Context: an optimization exercise on an open-source flow, tuned for small area. The choices shown serve that exercise and are no tape-out recipe. At most, simulation tests tie the RTL to the original design; equivalence was not proved. No activity file was given, so power comes from the tool's default toggle rates.

==> run C <==
==> flow/design.v (excerpt) <==
module regfile_sb
#(
  parameter int XLEN     = 32,
  parameter int NREGS    = 32,
  parameter int NRD      = 2,
  parameter int ZERO_REG = 1,
  parameter int BYPASS   = 1,
  localparam int AW      = $clog2(NREGS)
) (
  input  logic                clk,
  input  logic                rst_n,
  input  logic [NRD*AW-1:0]   rd_addr,
  output logic [NRD*XLEN-1:0] rd_data,
  output logic [NRD-1:0]      rd_busy,
  input  logic                wr_en,
  input  logic [AW-1:0]       wr_addr,
  input  logic [XLEN-1:0]     wr_data,
  input  logic                rsv_en,
  input  logic [AW-1:0]       rsv_addr,
  output logic                rsv_ok,
  input  logic                flush,
  output logic [AW:0]         busy_cnt
);
==> module regfile_sb, before the edit <==
module regfile_sb
#(
  parameter int XLEN     = 32,
  parameter int NREGS    = 32,
  parameter int NRD      = 2,
  parameter int ZERO_REG = 1,
  parameter int BYPASS   = 1,
  localparam int AW      = $clog2(NREGS)
) (
  input  logic                clk,
  input  logic                rst_n,
  input  logic [NRD*AW-1:0]   rd_addr,
  output logic [NRD*XLEN-1:0] rd_data,
  output logic [NRD-1:0]      rd_busy,
  input  logic                wr_en,
  input  logic [AW-1:0]       wr_addr,
  input  logic [XLEN-1:0]     wr_data,
  input  logic                rsv_en,
  input  logic [AW-1:0]       rsv_addr,
  output logic                rsv_ok,
  input  logic                flush,
  output logic [AW:0]         busy_cnt
);
  logic [XLEN-1:0]  regs [NREGS];
  logic [NREGS-1:0] valid;
  logic [NREGS-1:0] busy;
  logic [NREGS-1:0] busy_nxt;
  logic [NREGS-1:0] wr_sel;
  logic [AW:0]      busy_cnt_nxt;
  for (genvar r = 0; r < NREGS; r++) begin : g_wsel
    if (ZERO_REG != 0 && r == 0) begin : g_zero
      assign wr_sel[r] = 1'b0;
    end else begin : g_leg
      assign wr_sel[r] = wr_en && (wr_addr == AW'(r));
    end
  end
  for (genvar r = 0; r < NREGS; r++) begin : g_reg
    if (ZERO_REG != 0 && r == 0) begin : g_zero
      assign regs[r]  = '0;
      assign valid[r] = 1'b0;
      assign busy[r]  = 1'b0;
    end else begin : g_leg
      always_ff @(posedge clk) begin
        if (wr_sel[r]) regs[r] <= wr_data;
      end
      always_ff @(posedge clk or negedge rst_n) begin
        if (!rst_n) begin
          valid[r] <= 1'b0;
          busy[r]  <= 1'b0;
        end else begin
          if (wr_sel[r]) valid[r] <= 1'b1;
          busy[r] <= busy_nxt[r];
        end
      end
    end
  end
  always_ff @(posedge clk or negedge rst_n) begin
    if (!rst_n) busy_cnt <= '0;
    else        busy_cnt <= busy_cnt_nxt;
  end
  regfile_scoreboard #(
    .NREGS    (NREGS),
    .ZERO_REG (ZERO_REG)
  ) u_sb (
    .wr_en        (wr_en),
    .wr_addr      (wr_addr),
    .wr_sel       (wr_sel),
    .rsv_en       (rsv_en),
    .rsv_addr     (rsv_addr),
    .flush        (flush),
    .busy         (busy),
    .busy_cnt     (busy_cnt),
    .rsv_ok       (rsv_ok),
    .busy_nxt     (busy_nxt),
    .busy_cnt_nxt (busy_cnt_nxt)
  );
  logic [XLEN-1:0] wr_data_n;
  assign wr_data_n = ~wr_data;
  for (genvar i = 0; i < NRD; i++) begin : g_rd
    logic [AW-1:0]    addr;
    logic             hit;
    logic [NREGS-1:0] asel;
    logic [NREGS-1:0] sel;
    assign addr = rd_addr[i*AW +: AW];
    assign hit  = (BYPASS != 0) && rst_n && wr_en && (wr_addr == addr) &&
                  riscv_pkg::reg_legal(32'(addr), NREGS, ZERO_REG != 0);
    for (genvar r = 0; r < NREGS; r++) begin : g_sel
      assign asel[r] = (addr == AW'(r));
      assign sel[r]  = asel[r] && valid[r];
    end
    assign rd_busy[i] = !hit && |(asel & busy);
    localparam int R0 = (ZERO_REG != 0) ? 1 : 0;
    localparam int NT = NREGS - R0;
    for (genvar b = 0; b < XLEN; b++) begin : g_bit
      logic [NT-1:0] d;
      for (genvar r = R0; r < NREGS; r++) begin : g_d
        assign d[r - R0] = regs[r][b];
      end
      regfile_rdmux #(.N(NT)) u_mux (
        .sel  (sel[NREGS-1:R0]),
        .d    (d),
        .byp  (hit),
        .bdn  (wr_data_n[b]),
        .q    (rd_data[i*XLEN + b])
      );
    end
  end
endmodule
==> module regfile_rdmux, before the edit <==
module regfile_rdmux
#(
  parameter int N = 31,
  localparam int G3 = N / 3,
  localparam int RM = N % 3,
  localparam int G  = G3 + ((RM != 0) ? 1 : 0),
  localparam int K  = (G + 3) / 4
) (
  input  logic [N-1:0] sel,
  input  logic [N-1:0] d,
  input  logic         byp,
  input  logic         bdn,
  output logic         q
);
  logic [G-1:0] qn;
  logic [K-1:0] x;
  for (genvar g = 0; g < G3; g++) begin : g_grp
    regfile_aoi222 u_aoi (
      .s  (sel[3*g +: 3]),
      .d  (d[3*g +: 3]),
      .qn (qn[g])
    );
  end
  if (RM == 2) begin : g_rm2
    regfile_aoi22 u_aoi (
      .s  (sel[3*G3 +: 2]),
      .d  (d[3*G3 +: 2]),
      .qn (qn[G3])
    );
  end else if (RM == 1) begin : g_rm1
    regfile_nand2 u_nand (
      .a  (sel[3*G3]),
      .b  (d[3*G3]),
      .y  (qn[G3])
    );
  end
  for (genvar k = 0; k < K; k++) begin : g_nand
    localparam int W = ((G - 4*k) < 4) ? (G - 4*k) : 4;
    regfile_nandn #(.W(W)) u_nand (
      .a  (qn[4*k +: W]),
      .y  (x[k])
    );
  end
  regfile_rdout #(.K(K)) u_out (
    .x   (x),
    .byp (byp),
    .bdn (bdn),
    .q   (q)
  );
endmodule
==> module regfile_nandn, before the edit <==
module regfile_nandn
#(
  parameter int W = 4
) (
  input  logic [W-1:0] a,
  output logic         y
);
  assign y = ~&a;
endmodule
==> module regfile_nand2, before the edit <==
module regfile_nand2 (
  input  logic a,
  input  logic b,
  output logic y
);
  assign y = ~(a & b);
endmodule
==> module regfile_rdout, before the edit <==
module regfile_rdout
#(
  parameter int K = 3
) (
  input  logic [K-1:0] x,
  input  logic         byp,
  input  logic         bdn,
  output logic         q
);
  assign q = byp ? ~bdn : |x;
endmodule
==> module regfile_aoi22, before the edit <==
module regfile_aoi22 (
  input  logic [1:0] s,
  input  logic [1:0] d,
  output logic       qn
);
  assign qn = ~|(s & d);
endmodule
Settings: LEC_CHECK=0, CAP_MARGIN=20, CORE_MARGIN=2, CORE_UTILIZATION=40, SLEW_MARGIN=20, SYNTH_HIERARCHICAL=1, SYNTH_MINIMUM_KEEP_SIZE=0; clock period 7.5 ns.
standard.sh (not shown) runs the stock make flow with config.mk's settings and CLKGATE_MAP_FILE= SYNTH_SCRIPT=/design/flow/synth_recipe.tcl, a recipe that flattens the netlist after the stock synthesis.
==> flow/flow/run.sh <==
#!/bin/bash
# The standard layout, with two changes: ports are buffered with the
# smallest buffer, and CTS builds the tree from clkbuf_8 without dummy
# loads, in clusters of up to 16 registers.
set -euo pipefail
bash standard.sh \
  "BUFFER_PORTS_ARGS=-buffer_cell sky130_fd_sc_hd__buf_1" \
  "CTS_ARGS=-sink_clustering_enable -repair_clock_nets -dont_use_dummy_load -sink_clustering_size 16 -sink_clustering_max_diameter 50 -buf_list sky130_fd_sc_hd__clkbuf_8" \
  finish > make_finish.log 2>&1
==> run K (differences from run C) <==
--- a/flow/design.v
+++ b/flow/design.v
@@ -130,4 +130,2 @@
   );
-  logic [XLEN-1:0] wr_data_n;
-  assign wr_data_n = ~wr_data;
   for (genvar i = 0; i < NRD; i++) begin : g_rd
@@ -141,18 +139,17 @@
     for (genvar r = 0; r < NREGS; r++) begin : g_sel
-      assign asel[r] = (addr == AW'(r));
+      assign asel[r] = (addr == AW'(r)) && !hit;
       assign sel[r]  = asel[r] && valid[r];
     end
-    assign rd_busy[i] = !hit && |(asel & busy);
+    assign rd_busy[i] = |(asel & busy);
     localparam int R0 = (ZERO_REG != 0) ? 1 : 0;
-    localparam int NT = NREGS - R0;
+    localparam int NT = NREGS - R0 + 1;
     for (genvar b = 0; b < XLEN; b++) begin : g_bit
       logic [NT-1:0] d;
+      assign d[0] = wr_data[b];
       for (genvar r = R0; r < NREGS; r++) begin : g_d
-        assign d[r - R0] = regs[r][b];
+        assign d[r - R0 + 1] = regs[r][b];
       end
       regfile_rdmux #(.N(NT)) u_mux (
-        .sel  (sel[NREGS-1:R0]),
+        .sel  ({sel[NREGS-1:R0], hit}),
         .d    (d),
-        .byp  (hit),
-        .bdn  (wr_data_n[b]),
         .q    (rd_data[i*XLEN + b])
@@ -164,7 +161,4 @@
 #(
-  parameter int N = 31,
-  localparam int G3 = N / 3,
-  localparam int RM = N % 3,
-  localparam int G  = G3 + ((RM != 0) ? 1 : 0),
-  localparam int K  = (G + 3) / 4
+  parameter int N = 32,
+  localparam int G = (N + 2) / 3
 ) (
@@ -172,12 +166,13 @@
   input  logic [N-1:0] d,
-  input  logic         byp,
-  input  logic         bdn,
   output logic         q
 );
-  logic [G-1:0] qn;
-  logic [K-1:0] x;
-  for (genvar g = 0; g < G3; g++) begin : g_grp
+  logic [3*G-1:0] s;
+  logic [3*G-1:0] x;
+  logic [G-1:0]   qn;
+  assign s = (3*G)'(sel);
+  assign x = (3*G)'(d);
+  for (genvar g = 0; g < G; g++) begin : g_grp
     regfile_aoi222 u_aoi (
-      .s  (sel[3*g +: 3]),
-      .d  (d[3*g +: 3]),
+      .s  (s[3*g +: 3]),
+      .d  (x[3*g +: 3]),
       .qn (qn[g])
@@ -185,55 +180,3 @@
   end
-  if (RM == 2) begin : g_rm2
-    regfile_aoi22 u_aoi (
-      .s  (sel[3*G3 +: 2]),
-      .d  (d[3*G3 +: 2]),
-      .qn (qn[G3])
-    );
-  end else if (RM == 1) begin : g_rm1
-    regfile_nand2 u_nand (
-      .a  (sel[3*G3]),
-      .b  (d[3*G3]),
-      .y  (qn[G3])
-    );
-  end
-  for (genvar k = 0; k < K; k++) begin : g_nand
-    localparam int W = ((G - 4*k) < 4) ? (G - 4*k) : 4;
-    regfile_nandn #(.W(W)) u_nand (
-      .a  (qn[4*k +: W]),
-      .y  (x[k])
-    );
-  end
-  regfile_rdout #(.K(K)) u_out (
-    .x   (x),
-    .byp (byp),
-    .bdn (bdn),
-    .q   (q)
-  );
-endmodule
-module regfile_nandn
-#(
-  parameter int W = 4
-) (
-  input  logic [W-1:0] a,
-  output logic         y
-);
-  assign y = ~&a;
-endmodule
-module regfile_nand2 (
-  input  logic a,
-  input  logic b,
-  output logic y
-);
-  assign y = ~(a & b);
-endmodule
-module regfile_rdout
-#(
-  parameter int K = 3
-) (
-  input  logic [K-1:0] x,
-  input  logic         byp,
-  input  logic         bdn,
-  output logic         q
-);
-  assign q = byp ? ~bdn : |x;
+  assign q = ~&qn;
 endmodule
@@ -246,9 +189,2 @@
 endmodule
-module regfile_aoi22 (
-  input  logic [1:0] s,
-  input  logic [1:0] d,
-  output logic       qn
-);
-  assign qn = ~|(s & d);
-endmodule
 `default_nettype wire
==> flow/run.sh (new file) <==
#!/bin/bash
# synth_recipe.tcl (not shown) runs the flow's synth.tcl, then flattens the netlist and writes it again
# the make line also repeats each setting of config.mk as NAME=value (left out here)
make -C /OpenROAD-flow-scripts/flow DESIGN_CONFIG=/design/flow/config.mk WORK_HOME=/design/flow/orfs CLKGATE_MAP_FILE= SYNTH_SCRIPT=/design/flow/synth_recipe.tcl finish
Settings changed: CAP_MARGIN 20 to 0, CORE_UTILIZATION 40 to 60, CTS_BUF_LIST set to sky130_fd_sc_hd__clkbuf_8, GPL_TIMING_DRIVEN set to 0, SLEW_MARGIN 20 to 0.
removed: flow/flow/run.sh
removed: flow/standard.sh
==> qor summary <==
item                                                                               run K                    run C
Starting Density                                                                   60.8%                    40.4%
Post-route non-filler standard cell count                                           4152                     4342
Outcome                                                       complete, but fails checks  complete, no violations
Reasons for failing layout checks                                   negative setup slack                        -
Share of total power in combinational logic                                         8.2%                     9.0%
Met2 routed wirelength                                                           74.4 mm                  73.5 mm
Number of buffers added on ports                                                     121                      129
Area fraction of clock buffers and clock inverters                                 5.98%                    2.80%
Well tap count                                                                       950                     1403
Initial DRC count                                                                   9741                     7970
Cell with the biggest individual delay on the critical path                        or4_4                   nor4_1
RSZ-0062 raised after global routing                                                 yes                       no
All-layer global routing usage                                                     46.3%                    28.5%
Total power of the final layout                                                 0.0123 W                 0.0106 W
Slew of the pin with the lowest slew margin                                      1.23 ns                  1.15 ns
Maximum level of the CTS H-tree                                                        4                        3
Placer congestion estimate                                                         0.939                    0.965
Power dissipated in combinational cells                                        0.00101 W               0.000951 W
Chip height                                                                       274 um                   333 um
Fraction of final layout cells sized beyond drive strength 1                       14.7%                    12.1%
No functional check of the RTL was part of run K.

[port drivers added, routing unchanged]
The flow's constraints put no driver on any port. The routed layouts listed below were extracted and timed again, unchanged, in two steps. Step 1 assumes that a clkbuf_16 drives the clock port and a buf_2 every other input. Step 2 also shifts input and output timing later by t, the mid clock arrival at the registers, as if the neighbouring blocks saw the same clock. a / b / c = ideal ports / drivers / drivers and shift; a / b = the first two.
run	t, ns	setup WS [ns]	latest minus earliest clock arrival (ns)	worst register clock-pin slew, ns
run C	0.787	0.756 / 0.730 / 0.730	0.109 / 0.110	0.10 / 0.10
run K	0.897	-0.096 / -0.116 / -0.116	0.048 / 0.048	0.07 / 0.07
The setup slack of run C, which loses most, moves by -0.026 ns with the drivers and by -0.026 ns with both steps.
